What follows belongs to an exercise in optimizing a design on an open flow for small area, a short achievable clock period and few clock cycles per item; a production flow would make more cautious choices. Only simulation tests tie the RTL to the original design; equivalence was not proved. Power figures rest on the tool's default switching activity, not on a simulated workload.

==> 05-15: inputs <==
## matvec_top
module matvec_top (
    input  logic        clk,
    input  logic        reset,
    input  logic        input_valid,
    output logic        input_ready,
    input  logic [13:0] input_data,
    input  logic        new_matrix,
    output logic        output_valid,
    input  logic        output_ready,
    output logic [27:0] output_data
);
    logic [2:0] ph;
    always_ff @(posedge clk) begin
        if (reset) ph <= 3'd0;
        else       ph <= ph + 3'd1;
    end
    logic        rdy_q;
    logic        acc_in;
    logic        ld_open, ld_mat;
    logic [5:0]  wcnt;
    logic        guar;
    logic        ld_open_n, ld_mat_n, guar_n, rdy_n;
    logic [5:0]  wcnt_n;
    logic        is_mword, is_vword;
    logic [13:0] in_q;
    logic [7:0]  mwr_q;
    logic        vwr_q;
    logic        win_run;    
    assign input_ready = rdy_q;
    assign acc_in = input_valid & rdy_q;
    always_comb begin
        ld_open_n = ld_open;
        ld_mat_n  = ld_mat;
        wcnt_n    = wcnt;
        is_mword  = 1'b0;
        is_vword  = 1'b0;
        if (acc_in) begin
            if (ld_open ? new_matrix : ld_mat) begin
                is_mword  = 1'b1;
                ld_open_n = 1'b0;
                ld_mat_n  = (wcnt != 6'd63);
                wcnt_n    = wcnt + 6'd1;
            end else begin
                is_vword  = 1'b1;
                ld_open_n = (wcnt[2:0] == 3'd7);
                ld_mat_n  = 1'b0;
                wcnt_n    = {3'd0, wcnt[2:0] + 3'd1};
            end
        end
        guar_n = (acc_in && ld_open) ? 1'b0 : (guar | (ld_open_n & win_run));
  ...
make LEC_CHECK=0 CAP_MARGIN=20 CORE_MARGIN=2 CORE_UTILIZATION=80 CTS_CLUSTER_DIAMETER=100 CTS_CLUSTER_SIZE=25 SETUP_SLACK_MARGIN=4.5 SLEW_MARGIN=20 SYNTH_HIERARCHICAL=1 finish   # period 7.0 ns
run.sh (not shown) runs the stock make flow with config.mk's settings and CLKGATE_MAP_FILE= SYNTH_SCRIPT=/design/flow/synth_recipe.tcl, a recipe that flattens the netlist after the stock synthesis.
==> 06-05 (differences from 05-15) <==
Settings changed: CORE_UTILIZATION 80 to 70, SETUP_SLACK_MARGIN 4.5 to 4.35.
==> 07-20 (differences from 05-15) <==
Settings changed: ABC_AREA from default to 1, CORE_UTILIZATION 80 to 70.
==> 12-19 (differences from 05-15) <==
Settings changed: CORE_UTILIZATION 80 to 70, CTS_CLUSTER_SIZE 25 to 30, SETUP_SLACK_MARGIN 4.5 to 4.7.
==> summary.txt <==
- Total power: 05-15 > 06-05 > 07-20 > 12-19.
- Critical path depth is the same in 07-20 and 05-15.
- Against 05-15, the combinational power of 12-19 is lower by about 3%.
- Of 06-05 and 07-20, 06-05 has the higher sequential power (gap about 2%, measured against 07-20).
- Utilization: 07-20 < 06-05 < 12-19 < 05-15.
- 07-20 produced a clean layout. 06-05 went through all stages and came out clean. 05-15 produced a clean layout. 12-19 went through all stages and came out clean.
- The lowest register-to-register slack belongs to 06-05, the highest to 07-20.
- Flip-flop and latch count is the same in 06-05 and 07-20.
- Worst hold slack: 07-20 < 05-15 < 06-05 < 12-19.
Testbench counts of 05-15, summed over its fixed seeds: cycles 8,304, items 4,096.
Testbench counts of 06-05, summed over its fixed seeds: cycles 8,304, items 4,096.
Testbench counts of 07-20, summed over its fixed seeds: cycles 8,304, items 4,096.
Testbench counts of 12-19, summed over its fixed seeds: cycles 8,304, items 4,096.


==> run M: inputs <==
Another version of the RTL of matvec_top (not shown whole).
make LEC_CHECK=0 CAP_MARGIN=20 CORE_MARGIN=2 CORE_UTILIZATION=60 CTS_CLUSTER_DIAMETER=100 CTS_CLUSTER_SIZE=25 SETUP_SLACK_MARGIN=4.0 SLEW_MARGIN=20 SYNTH_HIERARCHICAL=1 finish   # period 7.0 ns
==> run A (differences from run M) <==
--- a/flow/design.v
+++ b/flow/design.v
@@ -803,41 +803,42 @@
     input  logic        output_ready,
     output logic        output_valid,
     output logic [27:0] output_data,
     output logic        empty
 );
-    localparam int N = 10;
+    localparam int N = 11;
     logic [27:0] q [N];
     logic [3:0]  cnt;
     logic [3:0]  old_pos;      
     logic        o_v;
     logic [27:0] o_d;
     logic        o_free, take, bypass, wr;
+    logic [3:0]  cnt_n;
     assign o_free = !o_v || output_ready;
-    assign take   = o_free && (cnt != 4'd0) && (old_pos == 4'(N - 1));
-    assign bypass = in_valid && (cnt == 4'd0) && o_free;
+    assign take   = o_free && !empty && (old_pos == 4'(N - 1));
+    assign bypass = in_valid && empty && o_free;
     assign wr     = in_valid && !bypass;
+    assign cnt_n  = cnt + {3'd0, wr} - {3'd0, take};
     assign output_valid = o_v;
     assign output_data  = o_d;
-    assign empty        = (cnt == 4'd0);
     always_ff @(posedge clk) begin
         q[0] <= wr ? in_data : q[N - 1];
         for (int i = 1; i < N; i++) q[i] <= q[i - 1];
-        if (take)
-            o_d <= q[N - 1];
-        else if (bypass)
-            o_d <= in_data;
+        o_d <= (o_d & {28{!(take || bypass)}}) | (q[N - 1] & {28{take}})
+             | (in_data & {28{bypass && !take}});
         if (reset) begin
             o_v     <= 1'b0;
             cnt     <= 4'd0;
+            empty   <= 1'b1;
             old_pos <= 4'd0;
         end else begin
             o_v <= take || bypass || (o_v && !output_ready);
-            cnt <= cnt + {3'd0, wr} - {3'd0, take};
+            cnt   <= cnt_n;
+            empty <= (cnt_n == 4'd0);
             if (take)
                 old_pos <= (cnt > 4'd1) ? 4'(N - 1) : 4'd0;
-            else if (cnt == 4'd0 || old_pos == 4'(N - 1))
+            else if (empty || old_pos == 4'(N - 1))
                 old_pos <= 4'd0;
             else
                 old_pos <= old_pos + 4'd1;
         end
     end
@@ -925,37 +926,37 @@
         .rings (taps),
         .vhead (vhead)
     );
     logic [2:0] col;
     logic       win_start;
-    logic [3:0] vcount;         
+    logic [7:0] vv;             
     logic       run_q, good_q;
     logic       run_now, good_now, col_ok, done;
     logic       commit;
     logic       pend_final;     
     logic       ring_empty;
     assign win_start = (col == 3'd0);
     assign commit    = ring_empty;
-    assign run_now   = win_start ? (commit && vcount != 4'd0) : run_q;
+    assign run_now   = win_start ? (commit && vv[0]) : run_q;
     assign good_now  = win_start ? 1'b1 : good_q;
-    assign col_ok    = run_now && good_now && (vcount > {1'b0, col});
+    assign col_ok    = run_now && good_now && vv[0];
     assign done      = col_ok && (col == 3'd7);
     assign win_run   = run_now;
     always_ff @(posedge clk) begin
         if (reset) col <= 3'd6;
         else       col <= col + 3'd1;
     end
     always_ff @(posedge clk) begin
         if (reset) begin
-            vcount     <= 4'd0;
+            vv         <= 8'd0;
             run_q      <= 1'b0;
             good_q     <= 1'b0;
             pend_final <= 1'b0;
         end else begin
-            vcount     <= (done ? 4'd0 : vcount) + {3'd0, vwr_q};
+            vv         <= {vv[6:0] & {7{!done}}, vwr_q | (vv[7] & !done)};
             run_q      <= run_now;
-            good_q     <= good_now && (vcount > {1'b0, col});
+            good_q     <= good_now && vv[0];
             if (done)
                 pend_final <= 1'b1;
             else if (win_start && commit)
                 pend_final <= 1'b0;
         end
@@ -999,24 +1000,34 @@
             .first (first_d[r]),
             .acc_s (acc_s[r]),
             .acc_c (acc_c[r])
         );
     end
+    logic [14:0] f_lo;
+    logic [13:0] f_hs, f_hc;
+    logic        f_v;
     logic [27:0] sel_s, sel_c;
     always_comb begin
         sel_s = '0;
         sel_c = '0;
         for (int r = 0; r < 8; r++) begin
             sel_s = sel_s | (acc_s[r] & {28{mv_d[r + 1]}});
             sel_c = sel_c | (acc_c[r] & {28{mv_d[r + 1]}});
         end
     end
+    always_ff @(posedge clk) begin
+        f_lo <= {1'b0, sel_s[13:0]} + {1'b0, sel_c[13:0]};
+        f_hs <= sel_s[27:14];
+        f_hc <= sel_c[27:14];
+        if (reset) f_v <= 1'b0;
+        else       f_v <= |mv_d[8:1];
+    end
     result_fifo result_fifo_i (
         .clk          (clk),
         .reset        (reset),
-        .in_valid     (|mv_d[8:1]),
-        .in_data      (sel_s + sel_c),
+        .in_valid     (f_v),
+        .in_data      ({f_hs + f_hc + {13'd0, f_lo[14]}, f_lo[13:0]}),
         .output_ready (output_ready),
         .output_valid (output_valid),
         .output_data  (output_data),
         .empty        (ring_empty)
     );
Settings changed: CORE_UTILIZATION 60 to 70, SETUP_SLACK_MARGIN 4.0 to 4.5.
==> run E (differences from run M) <==
--- a/flow/design.v
+++ b/flow/design.v
@@ -803,11 +803,11 @@
     input  logic        output_ready,
     output logic        output_valid,
     output logic [27:0] output_data,
     output logic        empty
 );
-    localparam int N = 10;
+    localparam int N = 11;
     logic [27:0] q [N];
     logic [3:0]  cnt;
     logic [3:0]  old_pos;      
     logic        o_v;
     logic [27:0] o_d;
@@ -820,14 +820,12 @@
     assign output_data  = o_d;
     assign empty        = (cnt == 4'd0);
     always_ff @(posedge clk) begin
         q[0] <= wr ? in_data : q[N - 1];
         for (int i = 1; i < N; i++) q[i] <= q[i - 1];
-        if (take)
-            o_d <= q[N - 1];
-        else if (bypass)
-            o_d <= in_data;
+        o_d <= (o_d & {28{!(take || bypass)}}) | (q[N - 1] & {28{take}})
+             | (in_data & {28{bypass && !take}});
         if (reset) begin
             o_v     <= 1'b0;
             cnt     <= 4'd0;
             old_pos <= 4'd0;
         end else begin
@@ -999,24 +997,32 @@
             .first (first_d[r]),
             .acc_s (acc_s[r]),
             .acc_c (acc_c[r])
         );
     end
+    logic [27:0] f_s, f_c;
+    logic        f_v;
     logic [27:0] sel_s, sel_c;
     always_comb begin
         sel_s = '0;
         sel_c = '0;
         for (int r = 0; r < 8; r++) begin
             sel_s = sel_s | (acc_s[r] & {28{mv_d[r + 1]}});
             sel_c = sel_c | (acc_c[r] & {28{mv_d[r + 1]}});
         end
     end
+    always_ff @(posedge clk) begin
+        f_s <= sel_s;
+        f_c <= sel_c;
+        if (reset) f_v <= 1'b0;
+        else       f_v <= |mv_d[8:1];
+    end
     result_fifo result_fifo_i (
         .clk          (clk),
         .reset        (reset),
-        .in_valid     (|mv_d[8:1]),
-        .in_data      (sel_s + sel_c),
+        .in_valid     (f_v),
+        .in_data      (f_s + f_c),
         .output_ready (output_ready),
         .output_valid (output_valid),
         .output_data  (output_data),
         .empty        (ring_empty)
     );
Settings changed: SETUP_SLACK_MARGIN 4.0 to 4.3.
==> comparison table <==
| quantity | run M | run E | run A |
|---|---|---|---|
| Worst-margin pin slew | 1.17 ns | 1.08 ns | 1.14 ns |
| Timing-limited maximum frequency | 0.284 GHz | 0.362 GHz | 0.375 GHz |
| Number of clock buffers inserted by TritonCTS | 111 | 114 | 113 |
| Number of clock buffer instances in the layout | 120 | 117 | 115 |
| Worst-case setup slack after placement | 2.71 ns | 2.59 ns | 2.32 ns |
| Layout cell share with drive strength beyond 1 | 0.0964 | 0.102 | 0.118 |
| Number of flip-flops and latches | 2508 | 2593 | 2585 |
| Num rows | 150 | 152 | 140 |
| Clock network power | 0.00738 W | 0.00761 W | 0.00740 W |
| Number of synthesized flops with an enable pin | 28 | 0 | 0 |
| Final worst clock skew | 0.0429 ns | 0.0570 ns | 0.0391 ns |
| Final cell area excluding filler cells | 0.104 sq mm | 0.105 sq mm | 0.105 sq mm |
| Result of the run | timing/DRC/antenna clean | timing/DRC/antenna clean | timing/DRC/antenna clean |
| Net total in the final layout | 8195 | 8371 | 8338 |
| Number of tap cells added at floorplan | 2204 | 2233 | 1917 |
| Post-Syn Area per Cell | 13.3 sq um | 13.2 sq um | 13.2 sq um |
Testbench counts of run M, summed over its fixed seeds: cycles 8,296, items 4,096.
Testbench counts of run A, summed over its fixed seeds: cycles 8,304, items 4,096.
Testbench counts of run E, summed over its fixed seeds: cycles 8,304, items 4,096.


==> inputs of build 19 <==
matvec_top again, from the RTL that the note above started with.
==> flow/config.mk <==
export PLATFORM = sky130hd
export DESIGN_NAME = matvec_top
export DESIGN_NICKNAME = matvec_top
export VERILOG_FILES = /design/flow/design.v
export SDC_FILE = /design/flow/constraint.sdc
export NUM_CORES = 4
export LEC_CHECK = 0
export CAP_MARGIN = 20
export CORE_MARGIN = 2
export CORE_UTILIZATION = 60
export CTS_CLUSTER_DIAMETER = 100
export CTS_CLUSTER_SIZE = 25
export SETUP_SLACK_MARGIN = 4.3
export SLEW_MARGIN = 20
export SYNTH_HIERARCHICAL = 1
==> flow/constraint.sdc <==
create_clock -name core_clock -period 7.0 [get_ports {clk}]
set_input_delay 1.4000 -clock core_clock [delete_from_list [all_inputs] [get_ports {clk}]]
set_output_delay 1.4000 -clock core_clock [all_outputs]
set_load 0.01 [all_outputs]
==> build 96: changes against build 19 <==
--- a/flow/design.v
+++ b/flow/design.v
@@ -803,11 +803,11 @@
     input  logic        output_ready,
     output logic        output_valid,
     output logic [27:0] output_data,
     output logic        empty
 );
-    localparam int N = 10;
+    localparam int N = 11;
     logic [27:0] q [N];
     logic [3:0]  cnt;
     logic [3:0]  old_pos;      
     logic        o_v;
     logic [27:0] o_d;
@@ -820,14 +820,12 @@
     assign output_data  = o_d;
     assign empty        = (cnt == 4'd0);
     always_ff @(posedge clk) begin
         q[0] <= wr ? in_data : q[N - 1];
         for (int i = 1; i < N; i++) q[i] <= q[i - 1];
-        if (take)
-            o_d <= q[N - 1];
-        else if (bypass)
-            o_d <= in_data;
+        o_d <= (o_d & {28{!(take || bypass)}}) | (q[N - 1] & {28{take}})
+             | (in_data & {28{bypass && !take}});
         if (reset) begin
             o_v     <= 1'b0;
             cnt     <= 4'd0;
             old_pos <= 4'd0;
         end else begin
@@ -999,24 +997,32 @@
             .first (first_d[r]),
             .acc_s (acc_s[r]),
             .acc_c (acc_c[r])
         );
     end
+    logic [27:0] f_s, f_c;
+    logic        f_v;
     logic [27:0] sel_s, sel_c;
     always_comb begin
         sel_s = '0;
         sel_c = '0;
         for (int r = 0; r < 8; r++) begin
             sel_s = sel_s | (acc_s[r] & {28{mv_d[r + 1]}});
             sel_c = sel_c | (acc_c[r] & {28{mv_d[r + 1]}});
         end
     end
+    always_ff @(posedge clk) begin
+        f_s <= sel_s;
+        f_c <= sel_c;
+        if (reset) f_v <= 1'b0;
+        else       f_v <= |mv_d[8:1];
+    end
     result_fifo result_fifo_i (
         .clk          (clk),
         .reset        (reset),
-        .in_valid     (|mv_d[8:1]),
-        .in_data      (sel_s + sel_c),
+        .in_valid     (f_v),
+        .in_data      (f_s + f_c),
         .output_ready (output_ready),
         .output_valid (output_valid),
         .output_data  (output_data),
         .empty        (ring_empty)
     );
Settings changed: CORE_UTILIZATION 60 to 70.
==> build 39: changes against build 19 <==
--- a/flow/design.v
+++ b/flow/design.v
@@ -803,41 +803,42 @@
     input  logic        output_ready,
     output logic        output_valid,
     output logic [27:0] output_data,
     output logic        empty
 );
-    localparam int N = 10;
+    localparam int N = 11;
     logic [27:0] q [N];
     logic [3:0]  cnt;
     logic [3:0]  old_pos;      
     logic        o_v;
     logic [27:0] o_d;
     logic        o_free, take, bypass, wr;
+    logic [3:0]  cnt_n;
     assign o_free = !o_v || output_ready;
-    assign take   = o_free && (cnt != 4'd0) && (old_pos == 4'(N - 1));
-    assign bypass = in_valid && (cnt == 4'd0) && o_free;
+    assign take   = o_free && !empty && (old_pos == 4'(N - 1));
+    assign bypass = in_valid && empty && o_free;
     assign wr     = in_valid && !bypass;
+    assign cnt_n  = cnt + {3'd0, wr} - {3'd0, take};
     assign output_valid = o_v;
     assign output_data  = o_d;
-    assign empty        = (cnt == 4'd0);
     always_ff @(posedge clk) begin
         q[0] <= wr ? in_data : q[N - 1];
         for (int i = 1; i < N; i++) q[i] <= q[i - 1];
-        if (take)
-            o_d <= q[N - 1];
-        else if (bypass)
-            o_d <= in_data;
+        o_d <= (o_d & {28{!(take || bypass)}}) | (q[N - 1] & {28{take}})
+             | (in_data & {28{bypass && !take}});
         if (reset) begin
             o_v     <= 1'b0;
             cnt     <= 4'd0;
+            empty   <= 1'b1;
             old_pos <= 4'd0;
         end else begin
             o_v <= take || bypass || (o_v && !output_ready);
-            cnt <= cnt + {3'd0, wr} - {3'd0, take};
+            cnt   <= cnt_n;
+            empty <= (cnt_n == 4'd0);
             if (take)
                 old_pos <= (cnt > 4'd1) ? 4'(N - 1) : 4'd0;
-            else if (cnt == 4'd0 || old_pos == 4'(N - 1))
+            else if (empty || old_pos == 4'(N - 1))
                 old_pos <= 4'd0;
             else
                 old_pos <= old_pos + 4'd1;
         end
     end
@@ -925,37 +926,37 @@
         .rings (taps),
         .vhead (vhead)
     );
     logic [2:0] col;
     logic       win_start;
-    logic [3:0] vcount;         
+    logic [7:0] vv;             
     logic       run_q, good_q;
     logic       run_now, good_now, col_ok, done;
     logic       commit;
     logic       pend_final;     
     logic       ring_empty;
     assign win_start = (col == 3'd0);
     assign commit    = ring_empty;
-    assign run_now   = win_start ? (commit && vcount != 4'd0) : run_q;
+    assign run_now   = win_start ? (commit && vv[0]) : run_q;
     assign good_now  = win_start ? 1'b1 : good_q;
-    assign col_ok    = run_now && good_now && (vcount > {1'b0, col});
+    assign col_ok    = run_now && good_now && vv[0];
     assign done      = col_ok && (col == 3'd7);
     assign win_run   = run_now;
     always_ff @(posedge clk) begin
         if (reset) col <= 3'd6;
         else       col <= col + 3'd1;
     end
     always_ff @(posedge clk) begin
         if (reset) begin
-            vcount     <= 4'd0;
+            vv         <= 8'd0;
             run_q      <= 1'b0;
             good_q     <= 1'b0;
             pend_final <= 1'b0;
         end else begin
-            vcount     <= (done ? 4'd0 : vcount) + {3'd0, vwr_q};
+            vv         <= {vv[6:0] & {7{!done}}, vwr_q | (vv[7] & !done)};
             run_q      <= run_now;
-            good_q     <= good_now && (vcount > {1'b0, col});
+            good_q     <= good_now && vv[0];
             if (done)
                 pend_final <= 1'b1;
             else if (win_start && commit)
                 pend_final <= 1'b0;
         end
@@ -999,24 +1000,34 @@
             .first (first_d[r]),
             .acc_s (acc_s[r]),
             .acc_c (acc_c[r])
         );
     end
+    logic [14:0] f_lo;
+    logic [13:0] f_hs, f_hc;
+    logic        f_v;
     logic [27:0] sel_s, sel_c;
     always_comb begin
         sel_s = '0;
         sel_c = '0;
         for (int r = 0; r < 8; r++) begin
             sel_s = sel_s | (acc_s[r] & {28{mv_d[r + 1]}});
             sel_c = sel_c | (acc_c[r] & {28{mv_d[r + 1]}});
         end
     end
+    always_ff @(posedge clk) begin
+        f_lo <= {1'b0, sel_s[13:0]} + {1'b0, sel_c[13:0]};
+        f_hs <= sel_s[27:14];
+        f_hc <= sel_c[27:14];
+        if (reset) f_v <= 1'b0;
+        else       f_v <= |mv_d[8:1];
+    end
     result_fifo result_fifo_i (
         .clk          (clk),
         .reset        (reset),
-        .in_valid     (|mv_d[8:1]),
-        .in_data      (sel_s + sel_c),
+        .in_valid     (f_v),
+        .in_data      ({f_hs + f_hc + {13'd0, f_lo[14]}, f_lo[13:0]}),
         .output_ready (output_ready),
         .output_valid (output_valid),
         .output_data  (output_data),
         .empty        (ring_empty)
     );
Settings changed: CORE_UTILIZATION 60 to 70.
==> summary.txt <==
|  | build 39 | build 19 | build 96 |
|---|---|---|---|
| Final critical path time including I/O delays and setup | 2.87 ns | 3.57 ns | 2.73 ns |
| Wire length of the first global-routing pass | 387000 µm | 413000 µm | 389000 µm |
| Multi-input gate share of the layout cell area | 42.7% | 43.0% | 42.8% |
| Register-to-Register Path Depth | 11 | 12 | 12 |
| Max Clock Skew | 0.0526 ns | 0.0314 ns | 0.0285 ns |
| CP arrival | 3.56 ns | 4.14 ns | 3.42 ns |
| Bufs and invs on worst path | 4 | 1 | 2 |
| Stages on worst setup path | 11 | 12 | 12 |
| 1st-pass router iterations | 7 | 6 | 6 |
| Filler Cell Count | 10080 | 12895 | 9957 |
| R2R Path End | result_fifo_i.empty$_SDFF_PP1_ | result_fifo_i.o_d[25]$_DFFE_PP_ | vcount[2]$_SDFF_PP0_ |
| Reported sequential group power | 0.0167 W | 0.0162 W | 0.0163 W |
| Outcome | finished clean | finished clean | finished clean |
| Routed wire length on met3 | 26000 µm | 26700 µm | 25700 µm |
| Multi-input gates | 4138 | 4086 | 4180 |
| Area Overhead vs Synth | 1.02% | 2.57% | 1.07% |
| Relative area of clock buffers and inverters in the final design | 2.88% | 2.92% | 2.89% |
| Power consumption | 0.0263 W | 0.0253 W | 0.0254 W |
| Die area | 150000 µm² | 172000 µm² | 150000 µm² |
| Worst-Skew Late Latency | 0.80 ns | 0.81 ns | 0.79 ns |
| Reg-to-reg slack, setup | 4.31 ns | 3.43 ns | 4.27 ns |
| Share of total power consumed by net switching | 25.1% | 25.3% | 23.9% |
| Worst min-delay path startpoint | operand_banks_i.mring[48][11]$_DFF_P_ | operand_banks_i.mring[6][5]$_DFF_P_ | operand_banks_i.mring[18][11]$_DFF_P_ |
Testbench counts of build 19, summed over its fixed seeds: cycles 8,296, items 4,096.
Testbench counts of build 96, summed over its fixed seeds: cycles 8,304, items 4,096.
Testbench counts of build 39, summed over its fixed seeds: cycles 8,304, items 4,096.

## separate check: timing with driven ports
In the flow no input, the clock included, has a driving cell. The finished layouts below were timed again as built, in two steps. Step 1 assumes that a clkbuf_16 drives the clock port and a buf_2 every other input. Step 2 moves the port delays by t, midway between the first and last clock arrival at a register: inputs arrive t later, outputs are due t later. That takes back most of the time a late clock gives input paths. a / b / c = no drivers / after step 1 / after step 2; a / b = the first two.
| run | shift t [ns] | setup slack, ns | hold WS [ns] | slew at the worst register clock pin (ns) | pins driven straight from the clock port |
|---|---|---|---|---|---|
| 05-15 | 0.866 | 4.288 / 4.200 / 3.673 | 0.291 / 0.291 / 0.291 | 0.12 / 0.12 | 1 |
| 06-05 | 0.870 | 4.327 / 4.242 / 3.618 | 0.309 / 0.309 / 0.309 | 0.11 / 0.11 | 1 |
| 07-20 | 0.863 | 4.312 / 4.229 / 3.853 | 0.286 / 0.286 / 0.286 | 0.12 / 0.12 | 1 |
| 12-19 | 0.849 | 4.329 / 4.250 / 3.924 | 0.316 / 0.316 / 0.316 | 0.12 / 0.12 | 1 |
| run M | 0.893 | 3.475 / 3.475 / 3.197 | 0.317 / 0.317 / 0.317 | 0.11 / 0.11 | 1 |
| run A | 0.869 | 4.335 / 4.243 / 3.630 | 0.303 / 0.303 / 0.303 | 0.11 / 0.11 | 1 |
| run E | 0.905 | 4.241 / 4.184 / 3.678 | 0.294 / 0.294 / 0.294 | 0.11 / 0.11 | 1 |
| build 19 | 0.887 | 3.430 / 3.430 / 3.430 | 0.318 / 0.318 / 0.318 | 0.11 / 0.11 | 1 |
| build 96 | 0.862 | 4.273 / 4.231 / 3.678 | 0.317 / 0.317 / 0.317 | 0.11 / 0.11 | 1 |
| build 39 | 0.859 | 4.127 / 4.196 / 3.336 | 0.307 / 0.307 / 0.307 | 0.11 / 0.11 | 1 |
After both steps every run listed still meets setup and hold. For build 39, which loses most, drivers alone change the setup slack by +0.069 ns; drivers and shift together by -0.791 ns.
